Context: an optimization exercise on an open-source flow, tuned for small area, a short achievable clock period and few clock cycles per item. The choices shown serve that exercise and are no tape-out recipe.
The RTL was checked by simulation tests, not by an equivalence proof against the original design.
Power figures rest on the tool's default switching activity, not on a simulated workload.

## job 7558
==> flow/design.v <==
package bec_pkg;
    localparam int ROW_W    = 64;
    localparam int IDX_W    = 12;
    localparam int RCNT_W   = 13;
    localparam int CCNT_W   = 7;
    localparam int CFG_AW   = 1;
    localparam int MAX_COLS = 64;
    localparam int MDATA_W  = 80;
endpackage
module binary_erosion_cross_top #(
    parameter int MAX_ROWS = 4096
) (
    input  logic               aclk,
    input  logic               aresetn,
    input  logic               cfg_wr_en,
    input  logic [bec_pkg::CFG_AW-1:0]  cfg_addr,
    input  logic [bec_pkg::RCNT_W-1:0]  cfg_wdata,
    input  logic               s_tvalid,
    output logic               s_tready,
    input  logic [bec_pkg::ROW_W-1:0]   s_tdata,    
    output logic               m_tvalid,
    input  logic               m_tready,
    output logic [bec_pkg::MDATA_W-1:0] m_tdata,    
    output logic               m_tlast     
);
    localparam int ROW_W = bec_pkg::ROW_W;
    localparam int IDX_W = bec_pkg::IDX_W;
    logic [IDX_W-1:0] hm2_reg;       
    logic [5:0]       wm1_reg;       
    logic [ROW_W-1:0] cur_reg;
    logic [ROW_W-1:0] part_reg;
    logic [IDX_W-1:0] idx_reg;       
    logic             first_reg;     
    logic             fin_reg;       
    logic [ROW_W-1:0] mask;
    logic [ROW_W-1:0] east;
    logic [ROW_W-1:0] part_next;
    logic             take;
    logic             last_row;
    logic [12:0] cfg_rows;
    logic [6:0]  cfg_cols;
    always_comb begin
        cfg_rows = cfg_wdata;
        cfg_cols = cfg_wdata[6:0];
    end
    always_ff @(posedge aclk) begin
        if (!aresetn) begin
            hm2_reg <= '0;
            wm1_reg <= 6'd63;
        end else if (cfg_wr_en) begin
            if (cfg_addr == 1'b0) begin
                if (cfg_rows < 13'd2)         hm2_reg <= '0;
                else if (cfg_rows > 13'd4096) hm2_reg <= 12'd4094;
                else                          hm2_reg <= 12'(cfg_rows - 13'd2);
            end else begin
                if (cfg_cols < 7'd2)          wm1_reg <= 6'd1;
                else if (cfg_cols > 7'd64)    wm1_reg <= 6'd63;
                else                          wm1_reg <= 6'(cfg_cols - 7'd1);
            end
        end
    end
    always_comb begin
        for (int j = 0; j < ROW_W; j++) begin
            mask[j] = (6'(j) <= wm1_reg);
        end
        east = ({1'b0, s_tdata[ROW_W-1:1]}) | ~({1'b0, mask[ROW_W-1:1]});
        part_next = mask & s_tdata & {s_tdata[ROW_W-2:0], 1'b1} & east
                  & (cur_reg | {ROW_W{first_reg}});
    end
    assign take     = s_tvalid && s_tready;
    assign last_row = !first_reg && (idx_reg == hm2_reg);
    always_ff @(posedge aclk) begin
        if (take) begin
            cur_reg  <= s_tdata;
            part_reg <= part_next;
        end
    end
    always_ff @(posedge aclk) begin
        if (!aresetn) begin
            first_reg <= 1'b1;
            fin_reg   <= 1'b0;
        end else begin
            if (fin_reg && m_tready) begin
                fin_reg <= 1'b0;
            end
            if (take) begin
                first_reg <= last_row;
                if (last_row) begin
                    fin_reg <= 1'b1;
                end
            end
        end
    end
    always_ff @(posedge aclk) begin
        if (take) begin
            idx_reg <= first_reg ? '0 : idx_reg + IDX_W'(1);
        end
    end
    assign s_tready = m_tready || (first_reg && !fin_reg);
    assign m_tvalid = fin_reg || (s_tvalid && !first_reg);
    assign m_tdata  = {4'd0, idx_reg, part_reg & (s_tdata | {ROW_W{fin_reg}})};
    assign m_tlast  = fin_reg;
endmodule
Settings: LEC_CHECK=0, CAP_MARGIN=20, CORE_MARGIN=2, CORE_UTILIZATION=40, CTS_BUF_LIST=sky130_fd_sc_hd__clkbuf_4 sky130_fd_sc_hd__clkbuf_8, CTS_CLUSTER_SIZE=20, SETUP_SLACK_MARGIN=3, SLEW_MARGIN=20; clock period 5.5 ns.
run.sh (not shown) runs the stock make flow with config.mk's settings and CLKGATE_MAP_FILE= SYNTH_SCRIPT=/design/flow/synth_recipe.tcl, a recipe that flattens the netlist after the stock synthesis.
Testbench counts of job 7558, summed over its fixed seeds: cycles 7,854, results 7,566.
Changes in job 9328 relative to job 7558:
# job 7558
export LEC_CHECK = 0
export CAP_MARGIN = 20
export CORE_MARGIN = 2
export CORE_UTILIZATION = 40
export CTS_BUF_LIST = sky130_fd_sc_hd__clkbuf_4 sky130_fd_sc_hd__clkbuf_8
export CTS_CLUSTER_SIZE = 20
export SETUP_SLACK_MARGIN = 3
export SLEW_MARGIN = 20
create_clock -name core_clock -period 5.5 [get_ports {aclk}]
# job 9328
export LEC_CHECK = 0
export CAP_MARGIN = 20
export CORE_MARGIN = 2
export CORE_UTILIZATION = 40
export SETUP_SLACK_MARGIN = 2
export SLEW_MARGIN = 20
create_clock -name core_clock -period 5.5 [get_ports {aclk}]
## What came out
- Taking job 7558 as the reference, in job 9328 via count of the first global-routing pass -8.2%; initial antenna violation count level; post-place instance area has decreased.
- Job 9328 vs job 7558, register-to-register slack went down by 0.41 ns.
- Cmp job 9328 vs job 7558: fraction of power consumed by the clock network higher in job 9328
- Relative to job 7558, power has increased by 7.3% in job 9328.
- Looking at wire length, job 9328 sits below job 7558.
- Via count: job 9328 better than job 7558
- Ratio of final minimum period to clock period in job 9328 is 15 points higher than in job 7558
For job 7472, these inputs were changed with respect to job 9328:
# job 9328
export LEC_CHECK = 0
export CAP_MARGIN = 20
export CORE_MARGIN = 2
export CORE_UTILIZATION = 40
export SETUP_SLACK_MARGIN = 2
export SLEW_MARGIN = 20
create_clock -name core_clock -period 5.5 [get_ports {aclk}]
# job 7472
export LEC_CHECK = 0
export CAP_MARGIN = 20
export CORE_MARGIN = 2
export CORE_UTILIZATION = 40
export CTS_BUF_LIST = sky130_fd_sc_hd__clkbuf_8
export SETUP_SLACK_MARGIN = 3
export SLEW_MARGIN = 20
create_clock -name core_clock -period 5.5 [get_ports {aclk}]
Notes after the runs:
Per the comparison of job 7472 with job 9328, worst setup slack after placement fell by 0.025 ns; reported clock group power fell by about 24%; part of the total power dissipated in the clock network fell by 7.1 points; clock buffer instance count of the final layout fell by 2; post-CTS resize count rose by 755.
The following lists how job 5377 was set up differently from job 7472:
# job 7472
export LEC_CHECK = 0
export CAP_MARGIN = 20
export CORE_MARGIN = 2
export CORE_UTILIZATION = 40
export CTS_BUF_LIST = sky130_fd_sc_hd__clkbuf_8
export SETUP_SLACK_MARGIN = 3
export SLEW_MARGIN = 20
create_clock -name core_clock -period 5.5 [get_ports {aclk}]
# job 5377
export LEC_CHECK = 0
export CAP_MARGIN = 20
export CORE_MARGIN = 2
export CORE_UTILIZATION = 40
export SETUP_SLACK_MARGIN = 3
export SLEW_MARGIN = 20
create_clock -name core_clock -period 5.5 [get_ports {aclk}]
Job 7472 consumes less power than job 5377.
Relative contribution of combinational cells to total power (lower): job 5377
Job 7472 → job 5377: post-route core utilization grew by 1.2 points, number of remaining DRC errors essentially unchanged, combinational power picked up an extra about 0.8%.


Starts from the design.v that is shown in full above.
export LEC_CHECK = 0
export CAP_MARGIN = 20
export CORE_MARGIN = 2
export CORE_UTILIZATION = 40
export CTS_BUF_LIST = sky130_fd_sc_hd__clkbuf_8
export SETUP_SLACK_MARGIN = 3
export SLEW_MARGIN = 20
create_clock -name core_clock -period 5.5 [get_ports {aclk}]
standard.sh (not shown) runs the stock make flow with config.mk's settings and CLKGATE_MAP_FILE= SYNTH_SCRIPT=/design/flow/synth_recipe.tcl, a recipe that flattens the netlist after the stock synthesis.
==> flow/flow/run.sh <==
#!/bin/bash
# Standard layout, with the port buffers inserted as buf_2 cells instead of the default choice.
set -euo pipefail
export BUFFER_PORTS_ARGS="-buffer_cell sky130_fd_sc_hd__buf_2"
bash standard.sh finish > orfs_flow.log 2>&1
Testbench counts at the start, summed over its fixed seeds: cycles 7,854, results 7,566.
==> next run, changes <==
Settings changed: SETUP_SLACK_MARGIN 3 to 2.85.
After rerunning: Count of clock-buffer cells in the layout goes up by 3; die area is unchanged; setup slack is worse by 4.2 ps; cell count goes down by about 7%; flip-flop and latch count does not change; maximum frequency hardly moves.


RTL: the design.v shown in full above, as it stands there.
==> flow/config.mk <==
export PLATFORM = sky130hd
export DESIGN_NAME = binary_erosion_cross_top
export DESIGN_NICKNAME = binary_erosion_cross_top
export VERILOG_FILES = /design/flow/design.v
export SDC_FILE = /design/flow/constraint.sdc
export NUM_CORES = 4
export LEC_CHECK = 0
export CAP_MARGIN = 20
export CORE_MARGIN = 2
export CORE_UTILIZATION = 40
export SLEW_MARGIN = 20
==> flow/constraint.sdc <==
create_clock -name core_clock -period 5.5 [get_ports {aclk}]
set_input_delay 1.1000 -clock core_clock [delete_from_list [all_inputs] [get_ports {aclk}]]
set_output_delay 1.1000 -clock core_clock [all_outputs]
set_load 0.01 [all_outputs]
run.sh (not shown) runs the stock make flow with config.mk's settings and CLKGATE_MAP_FILE= SYNTH_SCRIPT=/design/flow/synth_recipe.tcl, a recipe that flattens the netlist after the stock synthesis.
Stock flow here: none of the scripts above is used.
Testbench counts at the start, summed over its fixed seeds: cycles 7,854, results 7,566.
Next try:
Settings changed: ABC_AREA from default to 1, SETUP_SLACK_MARGIN from default to 3.
Result: Sequential share of layout area went down by 4.0 points. Maximum frequency went up by well over a third. Via count went up by a little under a tenth. Wire length went up by a few percent.
Next try:
==> flow/flow/run.sh (new file) <==
#!/bin/bash
# Standard layout, with the port buffers inserted as buf_2 cells instead of the default choice.
set -euo pipefail
export BUFFER_PORTS_ARGS="-buffer_cell sky130_fd_sc_hd__buf_2"
bash standard.sh finish > orfs_flow.log 2>&1
==> flow/standard.sh (new file) <==
#!/bin/bash
# synth_recipe.tcl (not shown) runs the flow's synth.tcl, then flattens the netlist and writes it again
# the make line also repeats each setting of config.mk as NAME=value (left out here)
make -C /OpenROAD-flow-scripts/flow DESIGN_CONFIG=/design/flow/config.mk WORK_HOME=/design/flow/orfs CLKGATE_MAP_FILE= SYNTH_SCRIPT=/design/flow/synth_recipe.tcl "${@:-finish}"
Settings changed: ABC_AREA 1 to default, CTS_BUF_LIST from default to sky130_fd_sc_hd__clkbuf_8, SETUP_SLACK_MARGIN 3 to 2.75.
removed: flow/run.sh
Result: Sequential cell count does not change. Register-to-register slack barely changes. Power came out lower by 15%. Clock power shrinks by 30%. Sequential power barely changes.
Next try:
==> flow/run.sh (new file) <==
#!/bin/bash
# synth_recipe.tcl (not shown) runs the flow's synth.tcl, then flattens the netlist and writes it again
# the make line also repeats each setting of config.mk as NAME=value (left out here)
make -C /OpenROAD-flow-scripts/flow DESIGN_CONFIG=/design/flow/config.mk WORK_HOME=/design/flow/orfs CLKGATE_MAP_FILE= SYNTH_SCRIPT=/design/flow/synth_recipe.tcl finish
Settings changed: CORE_UTILIZATION 40 to 50, SETUP_SLACK_MARGIN 2.75 to 3.
removed: flow/flow/run.sh
removed: flow/standard.sh
What happened: Final area came out higher by 16%; global-route usage came out higher by 5.8 points; worst hold slack got worse by 6.6 ps.


the previous run:
Starts from the design.v that is shown in full above.
clock: 5.5 ns
lec_check: 0
cap_margin: 20
core_margin: 2
core_utilization: 40
cts_buf_list: sky130_fd_sc_hd__clkbuf_8
cts_cluster_size: 40
setup_slack_margin: 3
slew_margin: 20
standard.sh (not shown) runs the stock make flow with config.mk's settings and CLKGATE_MAP_FILE= SYNTH_SCRIPT=/design/flow/synth_recipe.tcl, a recipe that flattens the netlist after the stock synthesis.
==> flow/flow/run.sh <==
#!/bin/bash
# Standard layout, with the port buffers inserted as buf_2 cells instead of the default choice.
set -euo pipefail
export BUFFER_PORTS_ARGS="-buffer_cell sky130_fd_sc_hd__buf_2"
bash standard.sh finish > orfs_flow.log 2>&1
The flow did not stop early for the previous run: all stages ran, and the layout cleared the timing, design-rule and antenna checks.
Testbench counts of the previous run, summed over its fixed seeds: cycles 7,854, results 7,566.
### the previous run -> the current run
Settings: changing SETUP_SLACK_MARGIN from 3 to 2.9; removing CTS_CLUSTER_SIZE (formerly 40).
- The current run: all stages complete, timing, DRC and antenna checks passed
- Relative to the previous run, the via count measured on the current run has decreased slightly.
- Global-route usage was lower in the current run than in the previous run.
- The current run vs. the previous run: register-to-register slack closely matched the old numbers; worst ir drop on vdd went up about 2%; minimum clock period after layout was more or less identical.


== run A ==
Another version of the RTL of binary_erosion_cross_top (not shown whole).
clock: 5.5 ns
lec_check: 0
cap_margin: 20
core_margin: 2
core_utilization: 55
cts_buf_list: sky130_fd_sc_hd__clkbuf_8
place_density: 0.7
setup_slack_margin: 2.85
slew_margin: 20
==> flow/flow/run.sh <==
#!/bin/bash
# Standard layout, with the port buffers inserted as buf_2 cells instead of the default
# choice, and clock tree synthesis without dummy loads and with larger sink clusters.
set -euo pipefail
export BUFFER_PORTS_ARGS="-buffer_cell sky130_fd_sc_hd__buf_2"
export CTS_ARGS="-sink_clustering_enable -repair_clock_nets -buf_list sky130_fd_sc_hd__clkbuf_8 -dont_use_dummy_load -sink_clustering_size 30 -sink_clustering_max_diameter 150"
bash standard.sh finish > orfs_flow.log 2>&1
Testbench counts of run A, summed over its fixed seeds: cycles 7,854, results 7,566.
## Diff of input files: run B against run A
Settings: CORE_UTILIZATION changed from 55 to 40; PLACE_DENSITY removed (was 0.7).
==> notes.md <==
- Changes observed in run B relative to run A: final worst slack went up by 0.0036 ns; hold violation count in the final report was more or less identical; non-clock buffer count went up by about 1.2%; number of placed instances, taps included went up by 86; weighted congestion reported at the end of routability-driven placement went down by about 7%.
- From run A to run B the numbers moved as follows: final instance area higher, relative contribution of the clock network to total power went up by 0.2 points.
The inputs of run C differ from those of run B as listed below.
Settings: an added CTS_CLUSTER_DIAMETER of 80; an added CTS_CLUSTER_SIZE of 30.
==> flow/flow/run.sh <==
#!/bin/bash
# Standard layout, with the port buffers inserted as buf_2 cells instead of the default choice.
set -euo pipefail
export BUFFER_PORTS_ARGS="-buffer_cell sky130_fd_sc_hd__buf_2"
bash standard.sh finish > orfs_flow.log 2>&1
Findings:
Run C finished every step from synthesis to the final layout, and the layout passed the timing, design-rule and antenna checks.
Against run B, run C reports a count of non-filler cells in the finished layout that is higher.
Compared with run B, run C shows a clock power share that is 7.4 points higher.
Diff run B -> run C | detailed-routing iteration count for the pre-antenna-repair pass | decrease of 1
Compared with run B, run C shows met3 wire length that has gone down by a few percent.
> inputs changed (run C -> run D)
Settings: CTS_CLUSTER_SIZE: 30 -> unset; GPL_TIMING_DRIVEN: unset -> 0; CTS_CLUSTER_DIAMETER: 80 -> unset.
==> flow/flow/run.sh <==
#!/bin/bash
# Standard layout, with the port buffers inserted as buf_2 cells instead of the default
# choice, and clock tree synthesis without dummy loads and with larger sink clusters.
set -euo pipefail
export BUFFER_PORTS_ARGS="-buffer_cell sky130_fd_sc_hd__buf_2"
export CTS_ARGS="-sink_clustering_enable -repair_clock_nets -buf_list sky130_fd_sc_hd__clkbuf_8 -dont_use_dummy_load -sink_clustering_size 30 -sink_clustering_max_diameter 150"
bash standard.sh finish > orfs_flow.log 2>&1
Notes after the runs:
- Number of buffers added on ports in run D vs run C: down about 1.9%
- Cmp run D vs run C: count of placed standard cells in the final layout, fillers left out higher in run D
- Higher total vias in the final route was reported by run D, not run C.
- [compare] base=run C new=run D: post-synthesis compound-gate area fraction neither gained nor lost much, proportion of cell area occupied by multi-input gates saw little to no change, signed area change from the synthesized netlist to the final layout ~0 delta.
- On fraction of the cycle the final worst path needs, the lower figure sits with run C, not run D.
- After detailed routing, run C needs less wire than run D.
Relative to run D, the following input files were edited for run E:
Settings: PLACE_DENSITY: unset -> 0.75; GPL_TIMING_DRIVEN: 0 -> unset.
==> flow/flow/run.sh <==
#!/bin/bash
# Standard layout, with the port buffers inserted as buf_2 cells instead of the default choice.
set -euo pipefail
export BUFFER_PORTS_ARGS="-buffer_cell sky130_fd_sc_hd__buf_2"
bash standard.sh finish > orfs_flow.log 2>&1
==> notes.md <==
Taking run D as the reference, in run E area of the mapped netlist now sits at about the same level, relative slew slack now sits lower. Looking only at count of non-filler cells in the finished layout, and setting everything else aside, the higher value of run E and run D goes to run D. In the metrics for run E and run D, the one carrying the higher via count is run D. On slack of the worst reg-to-reg path, run E does worse than run D.
## Diff of input files: run F against run E
Settings: PLACE_DENSITY no longer set, was 0.75.
--- outcome ---
Worst setup slack: run F vs run E up 0.0087 ns. Run comparison: run F capture point of the critical path m_tdata[37]; run E capture point of the critical path m_tdata[57]. Comparing worst hold slack across all endpoints for run F and run E, the bigger number came from run F. Run F against run E: utilization neither gained nor lost much, maximum number of pins on one net before global-route repair has increased, biggest cell delay along the critical path has remained practically unchanged, number of buffers inserted by port buffering barely changed.

## separate check: timing with driven ports
The flow's constraints put no driver on any port. The routed layouts listed below were extracted and timed again, unchanged, in two steps.
Step 1: set_driving_cell puts a clkbuf_16 on aclk and a buf_2 on each other input, an assumption about the parent block.
Step 2 adds t to the input delays and takes it off the output delays; t is the mean of the earliest and latest rising clock arrival at the registers after step 1. Input paths then give back, and output paths get back, about the clock's delay inside the block.
Slacks: ideal ports / drivers / drivers and shift; pairs: ideal ports / drivers.
run | t, ns | setup slack, ns | worst hold slack (ns) | worst setup path after step 2 | clock arrival spread, ns
job 7558 | 0.502 | 2.872 / 2.830 / 2.542 | 0.482 / 0.482 / 0.482 | input to register | 0.012 / 0.013
job 9328 | 0.465 | 2.021 / 1.994 / 1.921 | 0.465 / 0.465 / 0.465 | input to register | 0.009 / 0.009
job 7472 | 0.502 | 2.872 / 2.830 / 2.542 | 0.482 / 0.482 / 0.482 | input to register | 0.012 / 0.013
job 5377 | 0.468 | 2.873 / 2.830 / 2.628 | 0.482 / 0.482 / 0.482 | input to register | 0.009 / 0.008
the first run of note 2 | 0.491 | 2.865 / 2.808 / 2.579 | 0.478 / 0.478 / 0.478 | input to register | 0.018 / 0.018
the second run of note 2 | 0.480 | 2.861 / 2.825 / 2.528 | 0.473 / 0.473 / 0.473 | input to register | 0.015 / 0.015
the first run of note 3 | 0.458 | 1.928 / 1.903 / 1.903 | 0.477 / 0.477 / 0.477 | input to output | 0.011 / 0.011
the second run of note 3 | 0.467 | 2.890 / 2.833 / 2.627 | 0.475 / 0.475 / 0.475 | input to register | 0.014 / 0.013
the third run of note 3 | 0.489 | 2.799 / 2.751 / 2.410 | 0.487 / 0.487 / 0.487 | input to register | 0.013 / 0.013
the fourth run of note 3 | 0.500 | 2.866 / 2.806 / 2.557 | 0.481 / 0.481 / 0.481 | input to register | 0.017 / 0.016
the previous run | 0.491 | 2.865 / 2.808 / 2.579 | 0.478 / 0.478 / 0.478 | input to register | 0.018 / 0.018
the current run | 0.493 | 2.868 / 2.809 / 2.572 | 0.476 / 0.476 / 0.476 | input to register | 0.011 / 0.010
run A | 0.473 | 2.857 / 2.800 / 2.570 | 0.472 / 0.472 / 0.472 | input to register | 0.024 / 0.023
run B | 0.484 | 2.860 / 2.818 / 2.554 | 0.481 / 0.481 / 0.481 | input to register | 0.018 / 0.018
run C | 0.501 | 2.859 / 2.817 / 2.574 | 0.482 / 0.482 / 0.482 | input to register | 0.010 / 0.010
run D | 0.486 | 2.842 / 2.803 / 2.600 | 0.475 / 0.475 / 0.475 | input to register | 0.028 / 0.028
run E | 0.504 | 2.850 / 2.806 / 2.490 | 0.478 / 0.478 / 0.478 | input to register | 0.017 / 0.018
run F | 0.501 | 2.859 / 2.817 / 2.574 | 0.482 / 0.482 / 0.482 | input to register | 0.010 / 0.010
After both steps every run listed still meets setup and hold. The setup slack of the third run of note 3, which loses most, moves by -0.048 ns with the drivers and by -0.389 ns with both steps.
